From an optimization exercise on the open Yosys and OpenROAD flow, aimed at small area, a short achievable clock period and few clock cycles per item; shortcuts taken in it are not production practice.
Only simulation tests tie the RTL to the original design; equivalence was not proved.

## run 1
// sw_top
module sw_top (
    input  logic                                clk,
    input  logic                                reset,
    input  logic                                i_valid,
    input  sw_pkg::base_t                       i_ref_base,
    input  sw_pkg::base_t                       i_query_base,
    output logic                                o_finish,
    output logic [8-1:0]              o_max,
    output logic [sw_pkg::RIDX_W:0]             o_pos_ref,
    output logic [sw_pkg::QIDX_W:0]             o_pos_query
);
Size in the first run: about 2200 cells after synthesis, roughly 300 flip-flops.
clock: 7.5 ns
lec_check: 0
cap_margin: 20
core_margin: 2
core_utilization: 40
cts_cluster_diameter: 60
cts_cluster_size: 40
setup_slack_margin: 4.6
slew_margin: 20
tns_end_percent: 100
run.sh (not shown) runs the stock make flow with config.mk's settings and CLKGATE_MAP_FILE= SYNTH_SCRIPT=/design/flow/synth_recipe.tcl, a recipe that flattens the netlist after the stock synthesis.
Testbench counts of run 1, summed over its fixed seeds: cycles 12,480, runs 320.
The inputs of run 2 differ from those of run 1 as listed below.
Settings: SLEW_MARGIN now 5, was 20; CAP_MARGIN now 5, was 20; CTS_CLUSTER_SIZE now 60, was 40; CTS_CLUSTER_DIAMETER now 80, was 60; ABC_AREA now 1, previously not set.
[summary]
Diff run 1 -> run 2: met2 layer usage reported by global route shows a reduction of 0.40 points, post-route minimum period shows a reduction of 0.11 ns, synthesized area per cell shows a reduction of about 20%, signed area change from the synthesized netlist to the final layout shows a reduction of 9.0 points.
For run 1, the end point of the critical path was u_max_tracker.g_q[4], unlike run 2, where it was o_max[0].
> inputs changed (run 2 -> run 3)
Settings: SETUP_SLACK_MARGIN changed from 4.6 to 4.5; CTS_CLUSTER_DIAMETER removed (was 80); CTS_CLUSTER_SIZE removed (was 60); SLEW_MARGIN changed from 5 to 20; ABC_AREA removed (was 1); CAP_MARGIN changed from 5 to 20.
Results
Final non-filler cell area up about 6% in run 3 wrt run 2
Per the comparison of run 3 with run 2, post-layout minimum cycle time rose by 0.11 ns, sequential standard cell area now larger.
Modified inputs, run 4 compared to run 3
Settings: CTS_CLUSTER_DIAMETER: unset -> 60; CTS_CLUSTER_SIZE: unset -> 60; SETUP_SLACK_MARGIN: 4.5 -> 4.6; ABC_AREA: unset -> 1.
Notes after the runs:
Run 3 did not stop at any stage, and its layout met the timing, design-rule and antenna checks.
Run 4: no failed stages, no open violations at the end
The area occupied by multi-input gates in run 4 is 0.878 times that in run 3.
Run 4 ended up with u_pe_array.g_cell[5].u_pe.cand_q[0] as its capture point of the worst path; run 3 ended up with u_max_tracker.diag_q[0].
Compared with run 3, run 4 ends up with a smaller final cell area.
Delta (run 4 minus run 3): fmax now larger, die footprint up 710 sq um, routed via count has increased, overall track demand over capacity in global routing now sits higher.

---

## the previous run
Starting RTL as in the previous note.
make LEC_CHECK=0 CAP_MARGIN=20 CORE_MARGIN=2 CORE_UTILIZATION=60 PLACE_DENSITY=0.7 SETUP_SLACK_MARGIN=4.5 SLEW_MARGIN=20 TNS_END_PERCENT=100 finish   # period 7.5 ns
Testbench counts of the previous run, summed over its fixed seeds: cycles 12,480, runs 320.
Setup changes, the previous run to the current run
# the previous run
export LEC_CHECK = 0
export CAP_MARGIN = 20
export CORE_MARGIN = 2
export CORE_UTILIZATION = 60
export PLACE_DENSITY = 0.7
export SETUP_SLACK_MARGIN = 4.5
export SLEW_MARGIN = 20
export TNS_END_PERCENT = 100
create_clock -name core_clock -period 7.5 [get_ports {clk}]
# the current run
export LEC_CHECK = 0
export ABC_AREA = 1
export CAP_MARGIN = 20
export CORE_MARGIN = 2
export CORE_UTILIZATION = 40
export CTS_CLUSTER_DIAMETER = 80
export CTS_CLUSTER_SIZE = 60
export SETUP_SLACK_MARGIN = 4.9
export SLEW_MARGIN = 20
export TNS_END_PERCENT = 100
create_clock -name core_clock -period 7.5 [get_ports {clk}]
==> comparison <==
- The current run reached the final stage; the timing, design-rule and antenna checks on its layout passed.
- From the previous run to the current run the numbers moved as follows: flip-flop and latch share of the layout cell area went down by 0.99 points, non-clock buffer count went up by 32, critical path depth in cells went down by 13, area fraction of clock buffers and clock inverters went down by 1.5 points.
- Across both runs, area of the multi-input gates was lower for the current run than for the previous run.
- Compared to the previous run, the current run was floorplanned on a bigger die.
- The current run vs. the previous run: detailed-route via count picked up an extra 2,112, global routing usage on met2 lost 15 points.

separate check: timing with driven ports:
Ports are ideal in the flow. The routed layouts listed here were re-timed in OpenROAD. Step 1 assumes that a clkbuf_16 drives the clock port and a buf_2 every other input. Step 2 adds t to the input delays and takes it off the output delays; t is the mean of the earliest and latest rising clock arrival at the registers after step 1. Input paths then give back, and output paths get back, about the clock's delay inside the block. Three values: no drivers, after step 1, after step 2; two values: the first two.
run | t, ns | slack for setup (ns) | worst setup path after step 2
run 1 | 0.641 | 4.525 / 4.525 / 4.061 | input to register
run 2 | 0.601 | 4.635 / 4.581 / 4.123 | input to register
run 3 | 0.569 | 4.522 / 4.522 / 4.008 | input to register
run 4 | 0.641 | 4.639 / 4.589 / 3.997 | input to register
the previous run | 0.552 | 4.328 / 4.328 / 4.055 | input to register
the current run | 0.605 | 4.821 / 4.763 / 4.390 | input to register
After both steps every run listed still meets setup and hold. The setup slack of run 4, which loses most, moves by -0.050 ns with the drivers and by -0.642 ns with both steps.
